This is an optimization exercise on Yosys and OpenROAD, whose aim is small area, a short achievable clock period and few clock cycles per item, not a production implementation.
Function was checked by simulation only, so behaviour that the tests miss may differ from the original.
Power and IR drop assume default switching activity.

==> flow/design.v (outline; a module is shown in full before it is edited, if it fits) <==
// module matrix_inverse_gj: 768 lines
module matrix_inverse_gj #(
    parameter int N    = 5,
    parameter int W    = 16,
    parameter int FRAC = 8
) (
    input  logic         clk,
    input  logic         reset,
    input  logic         in_valid,
    output logic         in_ready,
    input  logic [W-1:0] in_data,
    output logic         out_valid,
    input  logic         out_ready,
    output logic [W-1:0] out_data,
    output logic         out_last,
    output logic         busy,
    output logic         singular
);
  // ...
==> flow/flow/run.sh <==
#!/bin/bash
set -euo pipefail
bash standard.sh 'BUFFER_PORTS_ARGS=-buffer_cell sky130_fd_sc_hd__buf_4' \
    SETUP_SLACK_MARGIN=14.8 finish > flow_make.log 2>&1
==> flow/standard.sh <==
#!/bin/bash
# synth_recipe.tcl (not shown) runs the flow's synth.tcl, then flattens the netlist and writes it again
# the make line also repeats each setting of config.mk as NAME=value (left out here)
make -C /OpenROAD-flow-scripts/flow DESIGN_CONFIG=/design/flow/config.mk WORK_HOME=/design/flow/orfs CLKGATE_MAP_FILE= SYNTH_SCRIPT=/design/flow/synth_recipe.tcl "${@:-finish}"
==> flow/config.mk <==
export PLATFORM = sky130hd
export DESIGN_NAME = matrix_inverse_gj
export DESIGN_NICKNAME = matrix_inverse_gj
export VERILOG_FILES = /design/flow/design.v
export SDC_FILE = /design/flow/constraint.sdc
export NUM_CORES = 4
export LEC_CHECK = 0
export CAP_MARGIN = 20
export CORE_MARGIN = 2
export CORE_UTILIZATION = 40
export PLACE_DENSITY = 0.55
export SLEW_MARGIN = 20
==> flow/constraint.sdc <==
create_clock -name core_clock -period 20.0 [get_ports {clk}]
set_input_delay 4.0000 -clock core_clock [delete_from_list [all_inputs] [get_ports {clk}]]
set_output_delay 4.0000 -clock core_clock [all_outputs]
set_load 0.01 [all_outputs]
==> summary.txt, run 1 <==
reg2reg start -> cs_c[0]$_DFF_P_
P_comb -> 1830 µW
sequential cell power -> 1660 µW
status -> finished clean
Max-cap violations -> 0
ANT cells -> 0
Final Hold Viols -> 0
DP Area -> 0.0421 mm²
reg2reg path depth -> 14
min Tclk post-route -> 5320 ps
Area contributors post-synth -> dfxtp_1 30%, edfxtp_1 7.8%, ha_1 6.5%
fraction of area in multi-input gates -> 0.515
DP Worst Slack -> 13400 ps
CP arrival -> 1320 ps
ys async rst share -> 0
switching share of total power -> 0.370
main combinational cell family by area after synthesis -> compound AO/OA/AOI/OAI gates
GR Layer Usage met1 -> 0.370
mux cell area share after synthesis -> 0.0547
count of non-CTS buffers in the layout -> 146
dominant synthesized flop cell -> dfxtp_1
Core ar. -> 0.100 mm²
DR WL/cell -> 22.6 µm
die area -> 0.104 mm²
Synth Instances -> 4546
Layout clock buffers -> 112
CTS H-tree lvls -> 3
CP cell instances -> buf_6
synthesized area per cell -> 8.93 µm²
post-synthesis sequential area ratio -> 0.378
Crit-path slowest cell -> edfxtp_1
count of multi-input gates -> 3236
initial antenna violation count -> 4
Logic pwr share -> 0.367
Testbench counts, summed over its fixed seeds: cycles 10,166, matrices 64.
==> run 2, diff against run 1 <==
--- a/flow/design.v
+++ b/flow/design.v
@@ -15,17 +15,17 @@
     output logic         out_last,
     output logic         busy,
     output logic         singular
 );
     logic [15:0] q0 [5], q1 [5], q2 [5], q3 [5], q4 [5];   
     logic        reset_r;
     logic [2:0]  ph;                   
     logic        st_load;              
-    logic        r_in_ready, r_out_valid, r_out_last, r_singular;
+    logic        r_in_ready, r_busy, r_out_valid, r_out_last, r_singular;
     logic [15:0] r_out_data;
     logic        sflag, fin_r;
     logic [2:0]  lr, lc;               
     logic        ldc;                  
     logic [2:0]  lrow [5];             
     logic [4:0]  pmask;                
     logic [15:0] pmax;                 
     logic [2:0]  plog;                 
@@ -612,28 +612,31 @@
         row1 <= rsel;
         l1   <= gl;
         cs_s  <= mb_cs0[31:8];
         cs_c  <= mb_cs1[31:8];
         cs_ci <= mb_lo[8];
         x2    <= x1;
         row2  <= row1;
         l2    <= l1;
+        r_out_data <= (opos2 & {16{o_take}}) | (r_out_data & {16{~o_take}});
+        r_out_last <= (o_take & (io == 3'd4) & (jo == 3'd4)) | (r_out_last & ~o_take);
         if (accept && lc == 3'd0) begin vreg <= in_data; vl <= lr; end
         else if (k2)              begin vreg <= res3;    vl <= l2; end
     end
     logic init;
     assign init = reset_r | fin_r | sflag;
     always_ff @(posedge clk) begin
+        logic rdy_n;
         reset_r <= reset;
         ph      <= (ph == 3'd4) ? 3'd0 : ph + 3'd1;
         fin_r   <= o_fin;
         sflag   <= 1'b0;
         ldc <= accept && (lc == 3'd0);
-        r_in_ready <= accept ? rdy_a : rdy_b;
+        rdy_n = accept ? rdy_a : rdy_b;
         if (accept) begin
             r_singular <= 1'b0;
             if (lc == 3'd4) begin
                 lc <= '0;
                 lr <= last_el ? 3'd0 : lr + 3'd1;
             end else begin
                 lc <= lc + 3'd1;
             end
@@ -700,40 +703,38 @@
                         if (ks == 3'd4) outp <= 1'b1;
                         if (st_load) eblk <= 3'd6;
                     end
                 end
             end
         end
         if (eblk != 3'd0) begin
             eblk <= eblk - 3'd1;
-            if (eblk != 3'd6) r_in_ready <= 1'b0;
+            if (eblk != 3'd6) rdy_n = 1'b0;
         end
         if (o_take) begin
             r_out_valid <= 1'b1;
-            r_out_data  <= opos2;
-            r_out_last  <= (io == 3'd4) && (jo == 3'd4);
             if (jo == 3'd4) begin
                 jo <= '0;
                 io <= io + 3'd1;
             end else begin
                 jo <= jo + 3'd1;
             end
         end else if (out_ready) begin
             r_out_valid <= 1'b0;
         end
         if (o_fin) begin
             outp       <= 1'b0;
             st_load    <= 1'b1;
-            r_in_ready <= 1'b1;
+            rdy_n = 1'b1;
             ph         <= 3'd2;
         end
         if (sflag) begin
             st_load    <= 1'b1;
-            r_in_ready <= 1'b1;
+            rdy_n = 1'b1;
             r_singular <= 1'b1;
             ph         <= 3'd2;
         end
         if (init) begin
             pmax  <= '0;
             npmax <= '0;
             pmask <= '0;
             for (int i = 0; i < 5; i++) lrow[i] <= 3'(i);
@@ -742,29 +743,31 @@
             outp  <= 1'b0;
             dbusy <= 1'b0;
             eblk  <= '0;
         end
         if (reset_r) begin
             ph      <= 3'd2;
             st_load <= 1'b1;
             lr <= '0; lc <= '0;
-            r_in_ready  <= 1'b1;
+            rdy_n  = 1'b1;
             r_out_valid <= 1'b0;
             r_singular  <= 1'b0;
             sflag <= 1'b0; fin_r <= 1'b0;
             go <= 1'b0; v1 <= 1'b0; v2 <= 1'b0; k1 <= 1'b0; k2 <= 1'b0;
             vv <= 1'b0; ldc <= 1'b0;
         end
         if (reset) begin
-            r_in_ready  <= 1'b0;
+            rdy_n  = 1'b0;
             r_out_valid <= 1'b0;
             r_singular  <= 1'b0;
         end
+        r_in_ready <= rdy_n;
+        r_busy     <= ~rdy_n;
     end
     assign in_ready  = r_in_ready;
-    assign busy      = ~r_in_ready;
+    assign busy      = r_busy;
     assign out_valid = r_out_valid;
     assign out_data  = r_out_data;
     assign out_last  = r_out_last;
     assign singular  = r_singular;
 endmodule
 `default_nettype wire
==> flow/config.mk (replaced) <==
export PLATFORM = sky130hd
export DESIGN_NAME = matrix_inverse_gj
export DESIGN_NICKNAME = matrix_inverse_gj
export VERILOG_FILES = /design/flow/design.v
export SDC_FILE = /design/flow/constraint.sdc
export NUM_CORES = 4
export LEC_CHECK = 0
export ABC_AREA = 1
export CAP_MARGIN = 20
export CORE_MARGIN = 2
export CORE_UTILIZATION = 40
export PLACE_DENSITY = 0.55
export SLEW_MARGIN = 20
==> summary.txt, run 2 <==
clock latency on the worst-skew pair -> 650 ps
Worst VDD drop -> 114 µV
Routed WL -> 115000 µm
largest net degree at the start of global routing -> 73
critical path class -> reg2out
Fmax -> 192 MHz
Final Cycle Share -> 0.260
Clock Skews -> 54.8 ps
worst-path maximum fanout -> 1
synthesized area per cell -> 8.10 µm² (-9.3%)
CP arrival -> 1200 ps (-120 ps)
post-synthesis sequential area ratio -> 0.406 (+0.0281)
# rows -> 112
DRC -> 0
CTS tree -> done
CTS H-tree lvls -> 3 (unchanged)
die width -> 311 µm
first-pass GRT wire length -> 174000 µm
PD cells -> 136 mW/mm²
Crit-path slowest cell -> edfxtp_1
CP cell instances -> buf_6
height of the die -> 311 µm
die area -> 0.0970 mm² (-6.8%)
Final Wtd Congestion -> 0.932
Syn-to-layout area delta -> 11.5%
Post-CTS Hold Fix Bufs -> 0
TritonRoute pass-1 iters -> 5
Synth top area share -> 0.322
Core ar. -> 0.0935 mm² (-6.8%)
maximum clock path buffer count -> 3
initial antenna violation count -> 2 (-2)
Initial Utilization -> 0.404
CP delay by family, top -> flip-flops
Yosys top cell by area -> dfxtp_1
ys async rst share -> 0 (unchanged)
Placed Cells -> 5843
CTS Sinks -> 714
DR WL/cell -> 19.3 µm (-15%)
Leak -> 0.0190 µW
Final Hold Viols -> 0 (unchanged)
Root Buffer -> clkbuf_16
Syn Std Cell Area -> 0.0378 mm²
crit path buf inv count -> 1
worst hold path type -> reg2reg
CP max stage delay -> 400 ps
commonest non-fill, non-tap cell in the layout -> nand2_1
Ports -> 41
max_slew headroom -> 0.181
Worst-Margin Slew -> 1220 ps
Yosys cell types -> 65
final instance area -> 0.0421 mm²
most frequent cells after synthesis -> 1142 x nand2_1, 609 x dfxtp_1, 584 x inv_1, 265 x nor2_1, 254 x nand3_1
Slew Limit Fails -> 0
status -> finished clean
final net count -> 5017
crit path capture type -> output pin
vias in the first global route -> 29.3k
final setup fails -> 0
Area contributors post-synth -> dfxtp_1 32%, nand2_1 11%, edfxtp_1 8.3%
number of DRC markers in iteration 0 -> 2539
syn_nets -> 5005
DP Area -> 0.0394 mm² (-6.6%)
via count -> 31.0k
utilization after layout -> 0.451
final antenna-violating net count -> 0
most frequent cells in the layout -> 1136 x nand2_1, 609 x dfxtp_1, 579 x inv_1, 262 x nor2_1, 252 x nand3_1
count leader, synth -> nand2_1
share of layout cells above drive strength 1 -> 0.0854
Max-cap violations -> 0 (unchanged)
GRT Util Overall -> 0.232
CP Launch Type -> register
DR vias/cell -> 5.17
EDFF count, synth -> 105
min Tclk post-route -> 5200 ps (-124 ps)
TritonCTS Buffers -> 74
total gr overflow -> 0
DPL Wire Length -> 85000 µm
CTS clock-pin slew for the worst setup and hold paths -> 60 ps
RSZ-0062 raised after global routing -> yes
setup TNS -> 0 ps
Worst Path Required -> 16000 ps
#FFs+latches synth -> 714
YS warnings -> 7
IO Port Bufs -> 40
dominant synthesized flop cell -> dfxtp_1
Layout Cells excl Fill -> 5995
Synth Instances -> 4667 (+2.7%)
ANT cells -> 0 (unchanged)
run 2: cell types whose count changed after synthesis, moves of 56 or more:
cell	before	now
a211oi_1	111	48
a21oi_1	399	154
clkbuf_1	239	107
inv_1	287	584
mux2i_1	106	1
nand2_1	401	1142
nand3_1	72	254
nor2_1	392	265
nor2b_1	61	0
o21ai_0	287	231
xnor2_1	88	29
xor2_1	59	182
run 2: cell families (layout without fill, tap and decap cells):
logic type      Yosys count  in the layout  share of synthesized area
mux                       1              1                   0.000265
flops                   714            714                      0.406
compound gates          774            774                      0.125
simple gates           1869           1870                      0.213
xor+xnor                211            211                     0.0489
fa+ha+maj               321            321                      0.127
buf+inv                 777            850                     0.0797
run 2: final cells by class:
class	count	area, µm²
Fill cell	9386	51300
Multi-Input combinational cell	3177	19600
Sequential cell	714	15300
Inverter	620	2350
Clock buffer	99	2080
Tap cell	1254	1570
Timing Repair Buffer	91	721
Clock inverter	39	498
Timing Repair inverter	1	7.51
run 2: where the power goes:
group / internal [µW] / total [µW] / switching (µW)
combinational: 839 / 2540 / 1700
clock: 824 / 1430 / 602
sequential: 1660 / 1770 / 109
total: 3320 / 5740 / 2410
run 2: path summary, 6_finish.rpt:
kind / from / to / slack, ps / cells past startpoint
hold reg to reg: q4[1][11]$_DFF_P_ / q3[1][11]$_DFF_P_ / 320 / 0
setup reg to reg: b1[11]$_DFFE_PP_ / cs_c[11]$_DFF_P_ / 15210 / 12
setup / recovery: register / out_data[8] / 14800 / 1
hold / removal: q4[1][11]$_DFF_P_ / q3[1][11]$_DFF_P_ / 320 / 0
run 2: through the flow:
stage	hold WS (ps)	setup slack [ps]	total power, µW
5_1_grt	323	14760	6160
2_1_floorplan	310	14800	3600
3_5_place_dp	312	13540	4290
6_report	320	14800	5740
4_1_cts	319	14760	5740
3_3_place_gp	310	13600	4290
run 2: layer usage:
metal,part of all wire,GRT usage,routed length (µm)
met5,0,0,0
met4,0.026,0.0653,2950
met3,0.057,0.0288,6600
met2,0.47,0.383,53800
met1,0.45,0.318,52100
run 2: repair_timing:
item / in CTS / in global routing
pin swaps: 0 / 3
cloned: 0 / 2
setup buffers: 7 / 5
gates resized for setup: 20 / 10
endpoints found under the setup margin: 79 / 64
Testbench counts of run 2, summed over its fixed seeds: cycles 10,166, matrices 64.
==> run 3, diff against run 2 <==
==> flow/flow/run.sh (replaced) <==
#!/bin/bash
set -euo pipefail
bash standard.sh 'BUFFER_PORTS_ARGS=-buffer_cell sky130_fd_sc_hd__buf_4' \
    SETUP_SLACK_MARGIN=14.95 finish > flow_make.log 2>&1
--- a/flow/config.mk
+++ b/flow/config.mk
@@ -10,4 +10,4 @@
 export CORE_MARGIN = 2
-export CORE_UTILIZATION = 40
-export PLACE_DENSITY = 0.55
+export CORE_UTILIZATION = 55
+export PLACE_DENSITY = 0.7
 export SLEW_MARGIN = 20
==> summary.txt, run 3 <==
status -> finished clean
final setup fails -> 0 (unchanged)
die width -> 266 µm (-15%)
reg2reg start -> b1[11]$_DFFE_PP_
Ports -> 41 (unchanged)
Fmax -> 191 MHz (-0.59%)
setup ws final -> 14770 ps (-30.7 ps)
Core ar. -> 0.0683 mm² (-27%)
min Tclk post-route -> 5230 ps (+30.7 ps)
via count -> 31.9k (+3.0%)
Root Buffer -> clkbuf_16
max_slew headroom -> 0.229 (+0.0481)
Syn Std Cell Area -> 0.0378 mm² (unchanged)
final antenna-violating net count -> 0 (unchanged)
TritonRoute pass-1 iters -> 6 (+1)
setup TNS -> 0 ps (unchanged)
Yosys top cell by area -> dfxtp_1
worst hold path type -> reg2reg
Max-cap violations -> 0 (unchanged)
vias in the first global route -> 29.8k (+1.6%)
total gr overflow -> 0 (unchanged)
GRT Util Overall -> 0.308 (+0.0765)
Routed WL -> 111000 µm (-4.1%)
clock latency on the worst-skew pair -> 640 ps (about the same)
Synth top area share -> 0.322 (unchanged)
GR Layer Usage met1 -> 0.426 (+0.108)
CP max stage delay -> 460 ps (+60 ps)
CTS H-tree lvls -> 3 (unchanged)
Synth Instances -> 4667 (unchanged)
critical path class -> reg2out
DP Area -> 0.0388 mm² (-1.4%)
initial antenna violation count -> 5 (+3)
final net count -> 5005 (-0.24%)
most frequent cells after synthesis -> 1142 x nand2_1, 609 x dfxtp_1, 584 x inv_1, 265 x nor2_1, 254 x nand3_1
crit path buf inv count -> 1 (unchanged)
YS warnings -> 7 (unchanged)
CP arrival -> 1230 ps (+30 ps)
height of the die -> 266 µm (-15%)
share of layout cells above drive strength 1 -> 0.0832 (-0.00227)
Worst-Margin Slew -> 1150 ps (-68.5 ps)
most frequent cells in the layout -> 1134 x nand2_1, 604 x dfxtp_1, 577 x inv_1, 264 x nor2_1, 251 x nand3_1
CTS Sinks -> 714 (unchanged)
Clock Skews -> 37.3 ps (-17.5 ps)
DR WL/cell -> 19.7 µm (+2.5%)
Yosys cell types -> 65 (unchanged)
DR vias/cell -> 5.69 (+10%)
maximum clock path buffer count -> 3 (unchanged)
Initial Utilization -> 0.553 (+0.149)
#FFs+latches synth -> 714 (unchanged)
DRC -> 0 (unchanged)
Area contributors post-synth -> dfxtp_1 32%, nand2_1 11%, edfxtp_1 8.3%
largest net degree at the start of global routing -> 73 (unchanged)
Final Hold Viols -> 0 (unchanged)
synthesized area per cell -> 8.10 µm² (unchanged)
final instance area -> 0.0417 mm² (-1.1%)
syn_nets -> 5005 (unchanged)
Leak -> 0.0189 µW (-0.34%)
DP Worst Slack -> 13370 ps (-171 ps)
Final Cycle Share -> 0.261 (+0.00153)
Worst VDD drop -> 152 µV (+33%)
EDFF count, synth -> 105 (unchanged)
crit path capture type -> output pin
CTS tree -> done
Slew Limit Fails -> 0 (unchanged)
ys async rst share -> 0 (unchanged)
CP cell instances -> buf_6
post-synthesis sequential area ratio -> 0.406 (unchanged)
Worst Path Required -> 16000 ps (about the same)
TritonCTS Buffers -> 73 (-1.4%)
min-delay src -> n1$_DFF_P_
Crit-path slowest cell -> edfxtp_1
RSZ-0062 raised after global routing -> yes
count leader, synth -> nand2_1
Final Wtd Congestion -> 0.966 (+3.7%)
GRT Max-Usage Layer -> met2
Pwr Total -> 5700 µW (-0.66%)
commonest non-fill, non-tap cell in the layout -> nand2_1
dominant synthesized flop cell -> dfxtp_1
CP Launch Type -> register
DPL Wire Length -> 81400 µm (-4.2%)
GR Layer Usage met2 -> 0.494 (+0.112)
die area -> 0.0708 mm² (-27%)
IO Port Bufs -> 40 (unchanged)
# rows -> 96 (-14%)
PD cells -> 137 mW/mm² (+0.48%)
CP delay by family, top -> flip-flops
worst-path maximum fanout -> 1 (unchanged)
first-pass GRT wire length -> 170000 µm (-2.6%)
number of DRC markers in iteration 0 -> 2983 (+17%)
GRT met3 Usage -> 0.0474 (+0.0187)
CTS clock-pin slew for the worst setup and hold paths -> 60 ps (about the same)
Syn-to-layout area delta -> 10.2%
==> run 3: kinds of logic (layout without fill, tap and decap cells) <==
kind of cell	count (synthesis)	count (layout)	share of synthesized area
AOI/OAI and AO/OA	774	774	0.125
xor gates and xnor gates	211	211	0.0489
adders and majority gates	321	321	0.127
buffers and inverters	777	836	0.0797
DFF	714	714	0.406
muxes	1	1	0.000265
other	0	1	0
and+or+nand+nor	1869	1869	0.213
==> run 3: where the power goes <==
part / total [µW] / leakage, µW / switching [µW] / internal (µW)
registers: 1780 / 0.00602 / 118 / 1660
logic: 2500 / 0.0117 / 1660 / 841
clock network: 1420 / 0.00122 / 597 / 819
==> run 3: path summary, 6_finish.rpt <==
kind | slack (ps) | endpoint | cells after the start
setup / recovery | 14770 | out_data[1] | 1
hold / removal | 310 | n2$_DFF_P_ | 0
setup reg to reg | 15150 | cs_c[11]$_DFF_P_ | 12
hold reg to reg | 310 | n2$_DFF_P_ | 0
==> run 3: routing by layer <==
layer | part of all wire | up-vias
li1 | - | 15300
met1 | 0.43 | 15100
met2 | 0.46 | 1264
met3 | 0.076 | 215
met4 | 0.032 | 2
met5 | 0.00013 | -
==> run 3: what timing repair did <==
| action | in CTS | in global routing |
|---|---|---|
| endpoints found under the hold margin | 0 | 0 |
| endpoints found under the setup margin | 159 | 107 |
| pin swaps | 3 | 0 |
| buffers inserted | 13 | 0 |
| gates cloned | 0 | 1 |
| hold buffers | 0 | 0 |
| resized for setup | 44 | 16 |
==> run 3: area by class of cell <==
cell class | count | area (µm²)
Sequential cell | 714 | 15400
Multi-Input combinational cell | 3176 | 19600
Antenna cell | 1 | 2.50
Clock inverter | 30 | 422
Timing Repair inverter | 1 | 7.51
Timing Repair Buffer | 81 | 712
Fill cell | 5993 | 26700
Clock buffer | 104 | 2090
Tap cell | 882 | 1100
Inverter | 620 | 2350
==> run 3: through the flow <==
step / std cells / utilization / hold slack, ps
after floorplan: 4667 / - / 310
after global placement: 5460 / 0.568 / 310
after detailed placement: 5460 / 0.568 / 312
after CTS: 5607 / 0.609 / 298
after global routing: 5608 / 0.610 / 326
final: 5609 / 0.610 / 306
==> run 3: worst register-to-register path, cell delays in order (launching register included) <==
cell and delay [ps]:
edfxtp_1 600, clkinv_1 690, o21ai_1 820, buf_4 290, o22ai_1 90, xor2_1 200, fa_1 520, inv_1 60
fa_1 400, inv_1 90, fa_1 410, inv_1 80, fa_1 460

## re-timing with driven ports
No port has a modelled driver above. Below, the same layouts with a new extraction and two added sets of constraints.
Step 1 sets driving cells, clkbuf_16 on the clock port and buf_2 on the other inputs (assumed; they add their load-dependent delay and slew).
Step 2 moves the port delays by t, midway between the first and last clock arrival at a register: inputs arrive t later, outputs are due t later. That takes back most of the time a late clock gives input paths.
a / b / c = no drivers / after step 1 / after step 2; a / b = the first two.
run | t, ns | slack for setup (ns) | latest minus earliest clock arrival (ns) | worst data-port slew with drivers (ns) | pins driven straight from the clock port
run 1 | 0.703 | 14.680 / 14.611 / 14.195 | 0.039 / 0.038 | 0.07 | 1
run 2 | 0.685 | 14.804 / 14.737 / 14.243 | 0.058 / 0.058 | 0.04 | 1
run 3 | 0.692 | 14.774 / 14.702 / 14.415 | 0.039 / 0.039 | 0.04 | 1
After both steps setup and hold are still met in every run listed. The setup slack of run 2, which loses most, moves by -0.067 ns with the drivers and by -0.561 ns with both steps.
